Background: an optimization exercise with open tools, aiming at small area, a short achievable clock period and few clock cycles. Do not read the settings as production practice.
No functional check of the RTL was part of any run shown here.
Power is estimated from default activity; no workload was simulated.

==> flow/design.v <==
package wmsp_pkg;
  localparam int LENGTH_BITS_DEF = 32;
  localparam logic [31:0] HDR_MAGIC = 32'h6D73_6100;
  localparam logic [7:0]  FUNC_FORM  = 8'h60;
  localparam int OUT_DEPTH = 4;
  typedef enum logic [3:0] {
    EV_HDR_OK    = 4'd0,
    EV_BAD_HDR   = 4'd1,
    EV_SEC_START = 4'd2,
    EV_TRUNC     = 4'd3,
    EV_PARAM     = 4'd4,
    EV_RESULT    = 4'd5,
    EV_FUNCTYPE  = 4'd6,
    EV_NAMEBYTE  = 4'd7,
    EV_EXPORT    = 4'd8,
    EV_BODY      = 4'd9,
    EV_LOCALS    = 4'd10,
    EV_CODEBYTE  = 4'd11,
    EV_END       = 4'd12
  } event_t;
  localparam logic [7:0] SID_TYPES   = 8'd1;
  localparam logic [7:0] SID_FUNCS   = 8'd3;
  localparam logic [7:0] SID_EXPORTS = 8'd7;
  localparam logic [7:0] SID_BODIES  = 8'd10;
  typedef struct packed {
    logic [3:0]  event_res;
    logic [7:0]  section_id;
    logic [31:0] entry_index;
    logic [7:0]  kind;
    logic [63:0] value;
    logic        last;
  } result_t;
endpackage
module wasm_module_stream_parser #(
  parameter int LENGTH_BITS = wmsp_pkg::LENGTH_BITS_DEF
) (
  input  logic        clk,
  input  logic        rst_n,
  input  logic        in_valid,
  output logic        in_ready,
  input  logic [7:0]  in_data,
  output logic        out_valid,
  input  logic        out_ready,
  output logic [3:0]  out_event,
  output logic [7:0]  out_section_id,
  output logic [31:0] out_entry_index,
  output logic [7:0]  out_kind,
  output logic [63:0] out_value,
  output logic        out_last,
  input  logic        cfg_valid,
  output logic        cfg_ready,
  input  logic [31:0] cfg_module_length
);
  typedef enum logic [4:0] {
    S_DONE   = 5'd0,  S_HDR    = 5'd1,  S_SECID  = 5'd2,  S_SECSIZE = 5'd3,
    S_SKIP   = 5'd4,  S_COUNT  = 5'd5,  S_TFORM  = 5'd6,  S_TNPAR   = 5'd7,
    S_TPAR   = 5'd8,  S_TNRES  = 5'd9,  S_TRES   = 5'd10, S_FIDX    = 5'd11,
    S_ELEN   = 5'd12, S_ENAME  = 5'd13, S_EKIND  = 5'd14, S_EIDX    = 5'd15,
    S_CSIZE  = 5'd16, S_LCOUNT = 5'd17, S_LN     = 5'd18, S_LTYPE   = 5'd19,
    S_CBYTE  = 5'd20
  } st_t;
  localparam logic [2:0] X_NONE = 3'd0, X_T = 3'd1, X_F = 3'd2, X_X = 3'd3, X_B = 3'd4;
  localparam logic [2:0] V_HOLD = 3'd0, V_LEB = 3'd1, V_HDR = 3'd2, V_ZERO = 3'd3,
                         V_MLEN = 3'd4;
  logic        ib_v;
  logic [7:0]  ib_d;
  logic        cfg_pend_r, pend_end_r;
  logic        ov_r, olast_r, osec_r;
  logic [3:0]  oev_r;
  logic [2:0]  osel_r;
  logic [7:0]  okind_r;
  logic [63:0] oval_r;
  st_t         st_r;
  logic [3:0]  k_r;                  
  logic        acc_nz_r, acc_hi_r;   
  logic [31:0] mlen_r;
  logic [31:0] rem_r, mrest_r, srest_r;
  logic [31:0] ent_r, items_r;
  logic [7:0]  sec_r;
  logic [31:0] tl_r, fl_r, bl_r, x_r;
  logic        x_inc_r;
  logic out_free, proc, work;
  assign out_free  = !ov_r || out_ready;
  assign in_ready  = !ib_v || (out_free && !cfg_pend_r);
  assign cfg_ready = in_ready;
  assign proc      = ib_v && out_free && !cfg_pend_r;
  assign work      = proc && (st_r != S_DONE);
  logic [7:0]  b;
  logic        at_lim, leb_done, leb_ph;
  logic [63:0] v;
  logic        vz, v_hi;
  logic [32:0] sum;
  logic        fits;
  logic        sk_t, sk_f, sk_e, sk_c;
  logic        ent_last, items_last, srest_z, mrest_z;
  assign b        = ib_d;
  assign at_lim   = (rem_r == 32'd1);
  assign leb_done = !b[7] || (k_r == 4'd9) || at_lim;
  assign leb_ph   = (st_r == S_SECSIZE) || (st_r == S_COUNT) || (st_r == S_TNPAR) ||
                    (st_r == S_TNRES) || (st_r == S_FIDX) || (st_r == S_ELEN) ||
                    (st_r == S_EIDX) || (st_r == S_CSIZE) || (st_r == S_LCOUNT) ||
                    (st_r == S_LN);
  always_comb begin
    v = (k_r == 4'd0) ? 64'd0 : oval_r;
    for (int g = 0; g < 9; g++) begin
      if (k_r == 4'(g)) v[7*g +: 7] = b[6:0];
    end
    if (k_r == 4'd9) v[63] = b[0];
  end
  logic b_nz, b_hi;
  always_comb begin
    b_nz = (k_r == 4'd9) ? b[0] : (b[6:0] != 7'd0);
    b_hi = (k_r == 4'd4) ? (b[6:4] != 3'd0) : (k_r > 4'd4) && b_nz;
  end
  assign vz   = !((acc_nz_r && k_r != 4'd0) || b_nz);
  assign v_hi = (acc_hi_r && k_r != 4'd0) || b_hi;
  assign sum  = {1'b0, rem_r} + {1'b0, ~v[31:0]};
  assign fits = sum[32] && !v_hi;
  assign sk_t = (sec_r == wmsp_pkg::SID_TYPES);
  assign sk_f = (sec_r == wmsp_pkg::SID_FUNCS);
  assign sk_e = (sec_r == wmsp_pkg::SID_EXPORTS);
  assign sk_c = (sec_r == wmsp_pkg::SID_BODIES);
  assign ent_last   = (ent_r == 32'd1);
  assign items_last = (items_r == 32'd1);
  assign srest_z    = (srest_r == 32'd0);
  assign mrest_z    = (mrest_r == 32'd0);
  function automatic logic [31:0] sat32(logic [63:0] x);
    sat32 = (x[63:32] != 32'd0) ? 32'hFFFF_FFFF : x[31:0];
  endfunction
  st_t         st_n;
  logic [3:0]  k_n;
  logic [31:0] rem_n, mrest_n, srest_n, ent_n, items_n;
  logic        e0_v, e1_v;
  logic [3:0]  e0_ev;
  logic [2:0]  e0_sel;
  logic        e0_sec;
  logic [2:0]  vmode;
  logic        vtrunc, vbyte;
  logic [7:0]  kind_n;
  logic        inc_t, inc_f, inc_b, set_x_inc;
  logic        level_s, level_b;
  logic        nx_ent;    
  st_t         nx_start;
  logic        push;
  always_comb begin
    st_n = st_r;  k_n = k_r;
    rem_n = rem_r - 32'd1;  mrest_n = mrest_r;  srest_n = srest_r;
    ent_n = ent_r;  items_n = items_r;
    e0_v = 1'b0;  e1_v = 1'b0;  e0_ev = wmsp_pkg::EV_CODEBYTE;  e0_sel = X_NONE;
    e0_sec = 1'b1;
    vmode = V_HOLD;  vtrunc = 1'b0;  vbyte = 1'b0;
    kind_n = 8'd0;
    inc_t = 1'b0;  inc_f = 1'b0;  inc_b = 1'b0;  set_x_inc = 1'b0;
    nx_ent = 1'b0;  nx_start = S_TFORM;  push = 1'b0;
    level_s = 1'b0;  level_b = 1'b0;
    if (leb_ph) begin
      vmode = V_LEB;
      k_n = leb_done ? 4'd0 : k_r + 4'd1;
    end
    unique case (st_r)
      S_HDR: begin
        vmode = V_HDR;
        k_n = k_r + 4'd1;
        if (k_r == 4'd0 && rem_r[31:3] == 29'd0) begin
          e0_v = 1'b1; e0_ev = wmsp_pkg::EV_BAD_HDR; e0_sec = 1'b0; vmode = V_ZERO;
          st_n = S_DONE;
        end else if (k_r == 4'd3 && {b, oval_r[31:8]} != wmsp_pkg::HDR_MAGIC) begin
          e0_v = 1'b1; e0_ev = wmsp_pkg::EV_BAD_HDR; e0_sec = 1'b0;
          st_n = S_DONE;
        end else if (k_r == 4'd7) begin
          e0_v = 1'b1; e0_ev = wmsp_pkg::EV_HDR_OK; e0_sec = 1'b0;
          k_n = 4'd0;
          st_n = S_SECID;
          if (at_lim) begin
            e1_v = 1'b1; st_n = S_DONE;
          end
        end
      end
      S_SECID: begin
        st_n = S_SECSIZE;
        k_n = 4'd0;
        if (at_lim) begin
          e0_v = 1'b1; e0_ev = wmsp_pkg::EV_SEC_START; vmode = V_ZERO;
          e1_v = 1'b1; st_n = S_DONE;
        end
      end
      S_SECSIZE: if (leb_done) begin
        e0_v = 1'b1;
        if (!fits) begin
          e0_ev = wmsp_pkg::EV_TRUNC;
          st_n = S_DONE;
        end else begin
          e0_ev = wmsp_pkg::EV_SEC_START;
          if (vz) begin
            st_n = S_SECID;
            if (at_lim) begin
              e1_v = 1'b1; st_n = S_DONE;
            end
          end else begin
            rem_n = v[31:0];
            mrest_n = sum[31:0];
            st_n = (sk_t || sk_f || sk_e || sk_c) ? S_COUNT : S_SKIP;
          end
        end
      end
      S_SKIP: level_s = 1'b1;
      S_COUNT: begin
        level_s = 1'b1;
        if (leb_done) begin
          if (vz) begin
            st_n = S_SKIP;
          end else begin
            ent_n = sat32(v);
            st_n = sk_t ? S_TFORM : sk_f ? S_FIDX : sk_e ? S_ELEN : S_CSIZE;
          end
        end
      end
      S_TFORM: begin
        level_s = 1'b1;
        if (b == wmsp_pkg::FUNC_FORM) begin
          e0_v = 1'b1; e0_ev = wmsp_pkg::EV_FUNCTYPE; e0_sel = X_T; vmode = V_LEB; vbyte = 1'b1;
          inc_t = 1'b1;
          st_n = S_TNPAR;
        end else begin
          nx_ent = 1'b1; nx_start = S_TFORM;
        end
      end
      S_TNPAR: begin
        level_s = 1'b1;
        if (leb_done) begin
          items_n = sat32(v);
          st_n = vz ? S_TNRES : S_TPAR;
        end
      end
      S_TPAR: begin
        level_s = 1'b1;
        e0_v = 1'b1; e0_ev = wmsp_pkg::EV_PARAM; e0_sel = X_T; vmode = V_LEB; vbyte = 1'b1;
        items_n = items_r - 32'd1;
        if (items_last) st_n = S_TNRES;
      end
      S_TNRES: begin
        level_s = 1'b1;
        if (leb_done) begin
          items_n = sat32(v);
          if (vz) begin
            nx_ent = 1'b1; nx_start = S_TFORM;
          end else begin
            st_n = S_TRES;
          end
        end
      end
      S_TRES: begin
        level_s = 1'b1;
        e0_v = 1'b1; e0_ev = wmsp_pkg::EV_RESULT; e0_sel = X_T; vmode = V_LEB; vbyte = 1'b1;
        items_n = items_r - 32'd1;
        if (items_last) begin
          nx_ent = 1'b1; nx_start = S_TFORM;
        end
      end
      S_FIDX: begin
        level_s = 1'b1;
        if (leb_done) begin
          e0_v = 1'b1; e0_ev = wmsp_pkg::EV_FUNCTYPE; e0_sel = X_F; vtrunc = 1'b1;
          inc_f = 1'b1;
          nx_ent = 1'b1; nx_start = S_FIDX;
        end
      end
      S_ELEN: begin
        level_s = 1'b1;
        if (leb_done) begin
          items_n = v[31:0];
          st_n = (fits && !vz) ? S_ENAME : S_EKIND;
        end
      end
      S_ENAME: begin
        level_s = 1'b1;
        e0_v = 1'b1; e0_ev = wmsp_pkg::EV_NAMEBYTE; e0_sel = X_X; vmode = V_LEB; vbyte = 1'b1;
        items_n = items_r - 32'd1;
        if (items_last) st_n = S_EKIND;
      end
      S_EKIND: begin
        level_s = 1'b1;
        kind_n = b;
        k_n = 4'd0;
        if (at_lim) begin
          e0_v = 1'b1; e0_ev = wmsp_pkg::EV_EXPORT; e0_sel = X_X; vmode = V_ZERO;
          set_x_inc = 1'b1;
          nx_ent = 1'b1; nx_start = S_ELEN;
        end else begin
          st_n = S_EIDX;
        end
      end
      S_EIDX: begin
        level_s = 1'b1;
        kind_n = okind_r;
        if (leb_done) begin
          e0_v = 1'b1; e0_ev = wmsp_pkg::EV_EXPORT; e0_sel = X_X; vtrunc = 1'b1;
          set_x_inc = 1'b1;
          nx_ent = 1'b1; nx_start = S_ELEN;
        end
      end
      S_CSIZE: begin
        level_s = 1'b1;
        if (leb_done) begin
          e0_v = 1'b1;
          if (!fits) begin
            e0_ev = wmsp_pkg::EV_TRUNC;
            st_n = S_SKIP;
          end else begin
            e0_ev = wmsp_pkg::EV_BODY; e0_sel = X_B;
            inc_b = 1'b1;
            if (vz) begin
              nx_ent = 1'b1; nx_start = S_CSIZE;
            end else begin
              push = 1'b1;
              rem_n = v[31:0];
              srest_n = sum[31:0];
              st_n = S_LCOUNT;
            end
          end
        end
      end
      S_LCOUNT: begin
        level_b = 1'b1;
        if (leb_done) begin
          items_n = sat32(v);
          st_n = vz ? S_CBYTE : S_LN;
        end
      end
      S_LN: begin
        level_b = 1'b1;
        if (leb_done) st_n = S_LTYPE;
      end
      S_LTYPE: begin
        level_b = 1'b1;
        e0_v = 1'b1; e0_ev = wmsp_pkg::EV_LOCALS; e0_sel = X_B; vmode = V_HOLD;
        kind_n = b;
        items_n = items_r - 32'd1;
        st_n = items_last ? S_CBYTE : S_LN;
      end
      S_CBYTE: begin
        level_b = 1'b1;
        e0_v = 1'b1; e0_ev = wmsp_pkg::EV_CODEBYTE; e0_sel = X_B; vmode = V_LEB; vbyte = 1'b1;
      end
      default: st_n = S_DONE;
    endcase
    if (level_b && at_lim) begin
      nx_ent = 1'b1; nx_start = S_CSIZE;
      rem_n = srest_r;
    end
    if (nx_ent) begin
      if (ent_last) begin
        st_n = S_SKIP;
      end else begin
        ent_n = ent_r - 32'd1;
        st_n = nx_start;
      end
    end
    if ((level_s && at_lim && !push) || (level_b && at_lim && srest_z)) begin
      rem_n = mrest_r;
      st_n = S_SECID;
      k_n = 4'd0;
      if (mrest_z) begin
        e1_v = 1'b1;
        st_n = S_DONE;
      end
    end
  end
  logic do_end;      
  logic do_e0;       
  logic restart;     
  assign restart = cfg_pend_r && out_free;
  assign do_e0   = work && e0_v;
  assign do_end  = out_free && (pend_end_r || (work && e1_v && !e0_v));
  always_ff @(posedge clk) begin
    if (!rst_n) begin
      ib_v <= 1'b0;
    end else if (in_valid && in_ready) begin
      ib_v <= 1'b1;
    end else if (proc) begin
      ib_v <= 1'b0;
    end
  end
  always_ff @(posedge clk) begin
    if (in_valid && in_ready) ib_d <= in_data;
  end
  always_ff @(posedge clk) begin
    if (!rst_n) begin
      cfg_pend_r <= 1'b0;
    end else if (cfg_valid && cfg_ready) begin
      cfg_pend_r <= 1'b1;
    end else if (out_free) begin
      cfg_pend_r <= 1'b0;
    end
  end
  always_ff @(posedge clk) begin
    if (!rst_n) begin
      ov_r <= 1'b0;
      pend_end_r <= 1'b0;
    end else if (out_free) begin
      ov_r <= pend_end_r || (work && (e0_v || e1_v));
      pend_end_r <= !pend_end_r && work && e0_v && e1_v;
    end
  end
  always_ff @(posedge clk) begin
    if (do_end) begin
      oev_r   <= wmsp_pkg::EV_END;
      osel_r  <= X_NONE;
      osec_r  <= 1'b0;
      olast_r <= 1'b1;
    end else if (do_e0) begin
      oev_r   <= e0_ev;
      osel_r  <= e0_sel;
      osec_r  <= e0_sec;
      olast_r <= !e1_v;
    end
  end
  always_ff @(posedge clk) begin
    if (do_end) begin
      okind_r <= 8'd0;
    end else if (work) begin
      okind_r <= kind_n;
    end
  end
  always_ff @(posedge clk) begin
    if (do_end) begin
      oval_r <= {32'd0, mlen_r};
    end else if (work) begin
      unique case (vmode)
        V_LEB: begin
          oval_r <= v;
          if (vbyte) oval_r[7] <= b[7];
          if (vtrunc) oval_r[63:32] <= 32'd0;
        end
        V_HDR:  oval_r <= {32'd0, b, oval_r[31:8]};
        V_ZERO: oval_r <= 64'd0;
        default: ;
      endcase
    end
  end
  always_ff @(posedge clk) begin
    if (work && leb_ph) begin
      acc_nz_r <= (acc_nz_r && k_r != 4'd0) || b_nz;
      acc_hi_r <= v_hi;
    end
  end
  always_ff @(posedge clk) begin
    if (!rst_n) begin
      st_r <= S_DONE;
    end else if (restart) begin
      st_r <= (rem_r == 32'd0) ? S_DONE : S_HDR;
    end else if (work) begin
      st_r <= st_n;
    end
  end
  always_ff @(posedge clk) begin
    if (cfg_valid && cfg_ready) begin
      rem_r <= cfg_module_length;
    end else if (work) begin
      rem_r <= rem_n;
    end
  end
  always_ff @(posedge clk) begin
    if (restart) begin
      mlen_r <= rem_r;
      k_r <= 4'd0;
    end else if (work) begin
      k_r <= k_n;
    end
  end
  always_ff @(posedge clk) begin
    if (work) begin
      mrest_r <= mrest_n;
      srest_r <= srest_n;
      ent_r   <= ent_n;
      items_r <= items_n;
      if (st_r == S_SECID) sec_r <= b;
    end
  end
  logic [31:0] inc_in, inc_out;
  assign inc_in  = x_inc_r ? x_r : inc_t ? tl_r : inc_f ? fl_r : bl_r;
  assign inc_out = inc_in + 32'd1;
  always_ff @(posedge clk) begin
    if (restart) begin
      tl_r <= '1; fl_r <= '1; bl_r <= '1; x_r <= '0;
      x_inc_r <= 1'b0;
    end else begin
      if (work && inc_t) tl_r <= inc_out;
      if (work && inc_f) fl_r <= inc_out;
      if (work && inc_b) bl_r <= inc_out;
      if (x_inc_r && out_free) begin
        x_r <= inc_out;
        x_inc_r <= 1'b0;
      end else if (work && set_x_inc) begin
        x_inc_r <= 1'b1;
      end
    end
  end
  assign out_valid       = ov_r;
  assign out_event       = oev_r;
  assign out_section_id  = osec_r ? sec_r : 8'd0;
  assign out_kind        = okind_r;
  assign out_value       = oval_r;
  assign out_last        = olast_r;
  always_comb begin
    unique case (osel_r)
      X_T:     out_entry_index = tl_r;
      X_F:     out_entry_index = fl_r;
      X_X:     out_entry_index = x_r;
      X_B:     out_entry_index = bl_r;
      default: out_entry_index = 32'd0;
    endcase
  end
endmodule
==> flow/run.sh <==
#!/bin/bash
# synth_recipe.tcl (not shown) runs the flow's synth.tcl, then flattens the netlist and writes it again
# the make line also repeats each setting of config.mk as NAME=value (left out here)
make -C /OpenROAD-flow-scripts/flow DESIGN_CONFIG=/design/flow/config.mk WORK_HOME=/design/flow/orfs CLKGATE_MAP_FILE= SYNTH_SCRIPT=/design/flow/synth_recipe.tcl finish
==> flow/config.mk <==
export PLATFORM = sky130hd
export DESIGN_NAME = wasm_module_stream_parser
export DESIGN_NICKNAME = wasm_module_stream_parser
export VERILOG_FILES = /design/flow/design.v
export SDC_FILE = /design/flow/constraint.sdc
export NUM_CORES = 4
export LEC_CHECK = 0
export CAP_MARGIN = 20
export CORE_MARGIN = 2
export CORE_UTILIZATION = 40
export SLEW_MARGIN = 20
==> flow/constraint.sdc <==
create_clock -name core_clock -period 13.5 [get_ports {clk}]
set_input_delay 2.7000 -clock core_clock [delete_from_list [all_inputs] [get_ports {clk}]]
set_output_delay 2.7000 -clock core_clock [all_outputs]
set_load 0.01 [all_outputs]
==> notes.md, run 1 <==
Synth
The synthesized design spends more area on one cell type than any other, namely edfxtp_1. The Yosys warning count is 1. The compound-gate portion of the synthesized area was 0.236. The main combinational cell family by area after synthesis is compound AO/OA/AOI/OAI gates. Of the post-synthesis cell area, the dominant cell type holds 0.287.

The number of instances in the synthesized netlist is 2897. The post-synthesis net count is 2989. In the synthesized netlist the dominant register cell turns out to be edfxtp_1. The post-synthesis instance area is 25300 sq um.

The per-instance average area after synthesis is 8.74 sq um. Yosys mapped the design onto 94 distinct sky130hd cell types. By area the synthesized netlist is led by edfxtp_1 29%, dfxtp_1 15%, nand2_1 5.4%. In this run, synthesis produced a sequential element count of 433.

The post-synthesis xor/xnor area fraction is 0.0373. The number of synthesized flops with an enable pin is 242. Of the synthesized area, sequential elements account for 0.438. The adder and majority cell fraction of the synthesized area is 0.0235.

The async set or reset register ratio after synthesis is 0. After synthesis, the share of cell area in mux cells is 0.0110. The synthesized-area fraction occupied by and/or/nand/nor cells is 0.215.

Clocking
The quantity of gates resized following cts is 0. The hold buffer count at cts is 0. Once the clock tree was built, the setup fixing pass inserted 0 buffers.

The clock tree from TritonCTS is done. At the later pin of the worst-skew pair, clock insertion delay measures 620 ps. The TritonCTS sink count is 433. In this run, CTS created clock tree buffers numbering 50. CTS built an H-tree with a depth of 2. The clock passes through at most 3 buffers. The root buffer cell is clkbuf_16. After clock tree synthesis, the clock-pin slew on the worst setup and hold paths is 60 ps.

Timing
For the pin with the worst max-slew slack, the measured transition is 1220 ps. The post-route minimum period is 7520 ps. The number of endpoints failing setup at the final stage is 0.

Based on the critical path, the design can be clocked at up to 133 MHz. The total negative setup slack is 0 ps. Setup repair after global routing left no endpoint under its margin. Headroom to the max-slew limit came out at 0.186. The count of final hold-check violations is 0. The total count of max-transition violations in the final report came to 0. The post-layout worst setup margin is 5980 ps. The period utilization is 0.557.

For the final database, setup skew stands at 39.0 ps.

Detailed routing
Dividing the detail-routed via count by the number of cells gives 6.24. The detailed-route wire length per cell is 23.8 um. After detailed routing, the number of remaining DRC violations is 0. The routed layout has 24200 vias.

The number of DRC violations after detailed-routing iteration 0 is 2707. For this run, the detailed router's first-pass iteration total came to 8. The count of nets left with antenna violations after detail routing is 0. For this block, the routed nets add up to 92.6 mm of wire.

Floorplan
The initial utilization of the core area, before any placement, comes to 0.403. The die boundary width is 256 um. The cell row count is 92.

The die outline height is 256 um. The core region area is 62900 sq um. The area enclosed by the die boundary is 65300 sq um.

The number of I/O pins is 165.

Power and ir drop
The power density over the cells is 104 nW/um^2. In this run the static leakage power is 0.0109 uW. The worst ir drop on vdd is 108 uV.

Setup path
The worst stage delay on the critical path is 600 ps. Counting buffers and inverters, the worst setup path is 4 cells deep. The maximum fanout along the worst path is 11. In this design, the largest share of critical-path delay is due to buffers and inverters.

STA classifies the critical path endpoint as a primary output. The cell with the largest stage delay on the worst path is clkdlybuf4s50_1. For the worst setup path, the data required time is 10800 ps.

The type of the worst setup path is primary input to primary output. Following the worst setup path forward leads to its endpoint at in_ready. The worst register-to-register path ends at oval_r[10]. The worst endpoint data arrival time is 4820 ps.

Walking the worst path, the cells encountered are clkdlybuf4s50_1 > nor2b_1 > o21ai_0 > clkdlybuf4s50_1. The worst reg2reg path depth is 19. The worst setup path is launched from a primary input.

In this run the critical register-to-register path is launched from k_r[2]. The dominant cell type by count on the critical path is clkdlybuf4s50_1. The count of buffer and inverter cells on the critical path is 2.

In this run the register-to-register setup slack is 6470 ps. The launch point of the critical path is out_ready.

Min path
The tightest min-delay check is of the flip-flop to flip-flop type. Counting instances, the worst hold path has a depth of 2.

Run
The number of maximum-capacitance constraint violations is 0.

Global route
The global-route wire length before repair is 141 mm. The number of antenna violations at the first check in global routing is 3. The via count of the first global-routing pass is 23000. Entering global routing, the biggest net connects 70 pins. For this run, the total global-route usage over all layers was measured as 0.274. After global routing the overflow that remains totals 0.

Placed design
OpenSTA, run right after detailed placement, puts the worst setup slack at 5990 ps. Once detailed placement completed, the half-perimeter wirelength came to 63.8 mm. The routability-driven placement congestion ratio is 0.941.

The number of port buffers is 164. The area after detailed placement is 27900 sq um.

Layout
The library cells used most frequently in the layout, excluding fill and tap cells, are 361 x nand2_1, 285 x nor2_1, 242 x edfxtp_1. The finished layout cell area is 29600 sq um. The number of diodes added for antenna fixing is 0. Measured on the finished design, the core utilization comes to 0.471. The leading cell type in the layout, fill and taps excluded is nand2_1. Compared with the post-synthesis result, the final layout area differs by 17.0%. Of the cells placed in the final design, the portion with a size suffix greater than 1 is 0.0721. In the final design database the tool counted 3088 nets.

Status
The flow ran to the end and the layout has no timing, DRC or antenna violations.
==> worst min-delay path, cell delays in order (launching register included) <==
cell and delay [ps]:
dfxtp_1 310, o21ai_0 60, a21oi_1 60
==> stage by stage <==
stage | power [uW] | cells | hold WS [ps]
2_1_floorplan | 1620 | 2897 | 434
3_3_place_gp | 1700 | 3789 | 453
3_5_place_dp | 1710 | 3789 | 470
4_1_cts | 3100 | 3883 | 481
5_1_grt | 3180 | 3884 | 495
6_report | 3090 | 3884 | 480
==> where the power goes <==
group          internal [uW]  switching [uW]  leakage [uW]
clock                    821             584      0.000828
sequential              1420            25.0       0.00375
combinational           87.5             150       0.00629
total                   2330             759        0.0109
==> state kept, by name, summed over array words and instances, names as in the netlist, 8 cells and up <==
| name | flops |
|---|---|
| oval_r | 64 |
| bl_r | 32 |
| ent_r | 32 |
| fl_r | 32 |
| items_r | 32 |
| mlen_r | 32 |
| mrest_r | 32 |
| rem_r | 32 |
| srest_r | 32 |
| tl_r | 32 |
| x_r | 32 |
| ib_d | 8 |
| okind_r | 8 |
| sec_r | 8 |
==> cells by family (layout without fill, tap and decap cells) <==
family	after synthesis	in the layout
flip-flops	433	433
AO/OA/AOI/OAI	908	908
XOR/XNOR	107	107
buffers and inverters	250	391
adder cells (fa/ha/maj)	47	47
AND/OR/NAND/NOR	1125	1125
multiplexers	27	27
==> cell usage after synthesis, types with 27 or more instances <==
cell type	number
or3_1	27
edfxtp_1	242
o21ai_0	205
ha_1	46
and2_1	31
o211ai_1	124
xnor2_1	48
nand2_1	363
nand3_1	68
a22oi_1	132
nor2_1	287
a211oi_1	65
a21oi_1	180
nand4_1	27
dfxtp_1	191
nor3_1	113
clkbuf_1	159
inv_1	62
nand2b_1	33
xor2_1	58
nor4_1	52
==> layer usage <==
metal  GRT usage  vias to the layer above  share of wire
met5           0                        -              0
met4      0.0841                        0          0.027
met3      0.0419                      165          0.086
met2       0.425                     1221           0.45
met1       0.393                    11800           0.44
li1            -                    11000              -
==> area by class of cell <==
class | instances | area, sq um
fill | 6143 | 33200
multi-input combinational | 2214 | 13300
sequential | 433 | 11100
timing repair buffer | 234 | 2190
clock buffer | 69 | 1470
tap | 846 | 1060
inverter | 63 | 236
clock inverter | 25 | 234
==> how the worst min path moves through the flow <==
stage                     startpoint       end  slack, ps
after floorplan              x_r[28]   x_r[28]        430
after global placement       x_r[14]   x_r[14]        450
after detailed placement     x_r[28]   x_r[28]        470
after CTS                   oev_r[1]  oev_r[1]        480
after global routing        oev_r[1]  oev_r[1]        490
final                       oev_r[1]  oev_r[1]        480
==> run 2: changes to the inputs <==
--- a/flow/config.mk
+++ b/flow/config.mk
@@ -7,5 +7,6 @@
 export LEC_CHECK = 0
+export ABC_CLOCK_PERIOD_IN_PS = 5000
 export CAP_MARGIN = 20
 export CORE_MARGIN = 2
-export CORE_UTILIZATION = 40
+export CORE_UTILIZATION = 60
 export SLEW_MARGIN = 20
==> notes.md, run 2 <==
Timing
Headroom to the max-slew limit came out at 0.195. The count of final hold-check violations is 0. The post-route minimum period is 7370 ps. Setup violations remaining at the end of the flow were counted as 0. Setup repair after global routing left no endpoint under its margin. The total count of max-transition violations in the final report was 0. The clock tree skew after final layout is 41.9 ps. The total negative setup slack is 0 ps. Static timing analysis puts the maximum clock frequency at 136 MHz.

Dividing the final minimum period by the clock period gives 0.546. At the pin with the least slew margin, the transition time is 1210 ps. The final-layout worst hold slack is 478 ps.

Clocking
The number of buffers created by CTS is 48. The maximum clock path buffer count is 3. Post-CTS repair changed the size of 0 cells. The hold buffer count at cts is 0. The clock-pin slew of the registers on the worst-case setup and hold paths is 60 ps. The clock net in this run drives a total of 433 sinks. Once the clock tree was built, the setup fixing pass inserted 0 buffers. The root buffer cell chosen for the clock tree is clkbuf_16. The clock tree from TritonCTS is done. The clock latency reported for the late side of the worst-skew pair is 620 ps. The H-tree depth reported by CTS is 2.

Detailed routing
For this block, the routed nets add up to 92.0 mm of wire. The remaining routing DRC violations is 0. The count of nets left with antenna violations after detail routing is 0. The number of DRC violations after detailed-routing iteration 0 is 3754. The total via count in the routed design is 25200.

The iteration count of the initial detailed-routing pass is 7. The detailed-route wire length per cell is 25.7 um. Dividing the detail-routed via count by the number of cells gives 7.04.

Layout
Ranked by flip-flop count, first place goes to oval_r. The library cells used most frequently in the layout, excluding fill and tap cells, are 362 x nand2_1, 284 x nor2_1, 242 x edfxtp_1. The final-layout fill cell count is 3283.

Compared with the post-synthesis result, the final layout area differs by 15.7%. The multi-input gate area in the final layout is 13300 sq um. The leading cell type in the layout, fill and taps excluded is nand2_1. The register with the most flip-flops in the layout has 64 of them. The layout net count is 3092. The final cell count without fillers is 3579. The proportion of layout cells with a drive suffix above 1 is 0.0734. The total area of sequential cells is 11100 sq um.

Synth
The register bit total from synthesis is 433. The sequential element share of the synthesized area is 0.438. Yosys attributes the largest share of cell area to edfxtp_1 29%, dfxtp_1 15%, nand2_1 5.4%. The unique cell type count in the Yosys netlist is 94.

The share of synthesized area in the top cell type comes to 0.287. The most used flip-flop cell after synthesis is edfxtp_1. The library cell with the largest summed area after synthesis is edfxtp_1. Sorting the synthesized cells by how often they occur yields 363 x nand2_1, 287 x nor2_1, 242 x edfxtp_1.

The Yosys warning count is 1. Counting flops with a built-in enable in the synthesized netlist gives 242. The most common cell in the synthesized netlist is nand2_1. The post-synthesis instance area is 25300 sq um. The average instance in the mapped netlist occupies 8.74 sq um.

Synthesis produced a netlist with a net count of 2989. After synthesis, the share of flip-flops with an asynchronous set or reset is 0. Counting every instance in the synthesized netlist gives 2897.

Setup path
The kind of start point of the critical path is a primary input. Together, buffers and inverters on the worst path number 3. Data on the critical path arrives at its endpoint at 4670 ps.

The cell with the largest stage delay on the worst path is nor2b_1. The largest single stage delay on the critical path is 580 ps. The worst setup path is captured at a primary output. The dominant cell type by count on the critical path is clkdlybuf4s50_1. Walking the worst path, the cells encountered are clkdlybuf4s50_1 > nor2b_1 > o21ai_0 > buf_4 > clkdlybuf4s50_1. The critical register-to-register path startpoint is k_r[0]. In this run the worst setup path begins at out_ready. In this run the worst path has a maximum fanout of 11. The kind of cell with the highest combined delay along the critical path is buffers and inverters. The type of the worst setup path is primary input to primary output. For the worst setup path, the data required time is 10800 ps.

Floorplan
The initial utilization of the core area, before any placement, comes to 0.606. In this run the core area contains 75 standard-cell rows. The die outline height is 209 um.

The number of I/O pins is 165. The die is 209 um wide. The total area inside the core boundary comes to 41800 sq um. The area enclosed by the die boundary is 43800 sq um.

Placed design
After detailed placement, the design holds a cell count of 3488. Detailed placement finished with a half-perimeter wire length of 62.7 mm. Routability-driven placement finished with a final weighted congestion of 1.01. The count of buffers added on input and output ports is 164.

Power and ir drop
For this design the ratio of total power to cell area is 106 nW/um^2. The worst ir drop on vdd is 109 uV. The static leakage is 0.0109 uW. The design draws 3090 uW.

Run
The number of maximum-capacitance constraint violations is 0.

Global route
The number of antenna violations at the first check in global routing is 0. Entering global routing, the biggest net connects 69 pins. The overall track demand over capacity in global routing is 0.410. The first global-routing pass estimated 139 mm of wire. The via count of the first global-routing pass is 23500. For this run the aggregate overflow at the end of global routing stands at 0.

Min path
The startpoint identified for the worst hold timing path is x_r[28]. The path class of the tightest hold or removal check is flip-flop to flip-flop.

Status
The flow ran to the end and the layout has no timing, DRC or antenna violations.
run 2: final cells by class:
| class | count | area share |
|---|---|---|
| diodes | 1 | 0.0000855 |
| clock buffers | 59 | 0.0467 |
| clock inverters | 30 | 0.0109 |
| inverters | 63 | 0.00808 |
| multi-input cells | 2214 | 0.456 |
| flip-flops and latches | 433 | 0.379 |
| well taps | 539 | 0.0230 |
| repair buffers | 240 | 0.0764 |
run 2: metal layers:
layer / share of wire / global-route usage / up-vias
met5: 0 / 0 / -
met4: 0.060 / 0.210 / 0
met3: 0.11 / 0.0829 / 383
met2: 0.44 / 0.632 / 1812
met1: 0.38 / 0.552 / 11900
li1: - / - / 11100
run 2: worst paths after layout:
path,endpoint,slack [ps],depth (start not counted)
min reg2reg,x_r[28],480,1
max reg2reg,oval_r[25],6270,19
max,cfg_ready,6130,5
min,x_r[28],480,1
run 2: cells by family after synthesis:
group,count (synthesis),share of synthesized area
AOI/OAI and AO/OA,908,0.236
xor gates and xnor gates,107,0.0373
adders and majority gates,47,0.0235
buffers and inverters,250,0.0389
DFF,433,0.438
muxes,27,0.0110
and+or+nand+nor,1125,0.215
run 2: per-stage QoR:
step | utilization | area (sq um) | setup WS, ps
finish | 0.701 | 29300 | 6130
global route | 0.701 | 29300 | 6050
CTS | 0.700 | 29200 | 6160
detailed placement | 0.660 | 27500 | 6210
global placement | 0.659 | 27500 | 6200
floorplan | - | 25300 | 5900
run 2: power by group:
group          internal [uW]  switching, uW  total, uW
Clock                    835            566       1400
Combinational           88.3            156        244
Sequential              1420           23.4       1450
run 2: worst register-to-register path: stages, from the launching register on:
cell and delay (ps):
dfxtp_1 370, inv_1 100, ha_1 320, inv_1 140
nor3_1 610, buf_4 300, nor2_1 130, a22oi_1 950
ha_1 480, a21oi_1 180, o221ai_1 160, a22o_1 250
a31oi_1 410, o22ai_1 140, buf_4 230, a41oi_2 370
a22o_4 500, buf_4 590, nand2b_1 220, buf_4 410

[re-timing with driven ports]
In the flow no input, the clock included, has a driving cell. The finished layouts below were timed again as built, in two steps.
Step 1: set_driving_cell puts a clkbuf_16 on clk and a buf_2 on each other input, an assumption about the parent block.
Step 2 adds t to the input delays and takes it off the output delays; t is the mean of the earliest and latest rising clock arrival at the registers after step 1. Input paths then give back, and output paths get back, about the clock's delay inside the block.
Three values: ideal ports, drivers, drivers and shift; two values: the first two.
| run | shift t [ns] | setup WS [ns] | latest minus earliest clock arrival (ns) | worst slew at a driven data input, ns |
|---|---|---|---|---|
| run 1 | 0.668 | 5.975 / 5.937 / 5.937 | 0.040 / 0.040 | 0.08 |
| run 2 | 0.657 | 6.130 / 6.109 / 6.109 | 0.042 / 0.042 | 0.04 |
After both steps setup and hold are still met in every run listed. For run 1, which loses most, drivers alone change the setup slack by -0.038 ns; drivers and shift together by -0.038 ns.
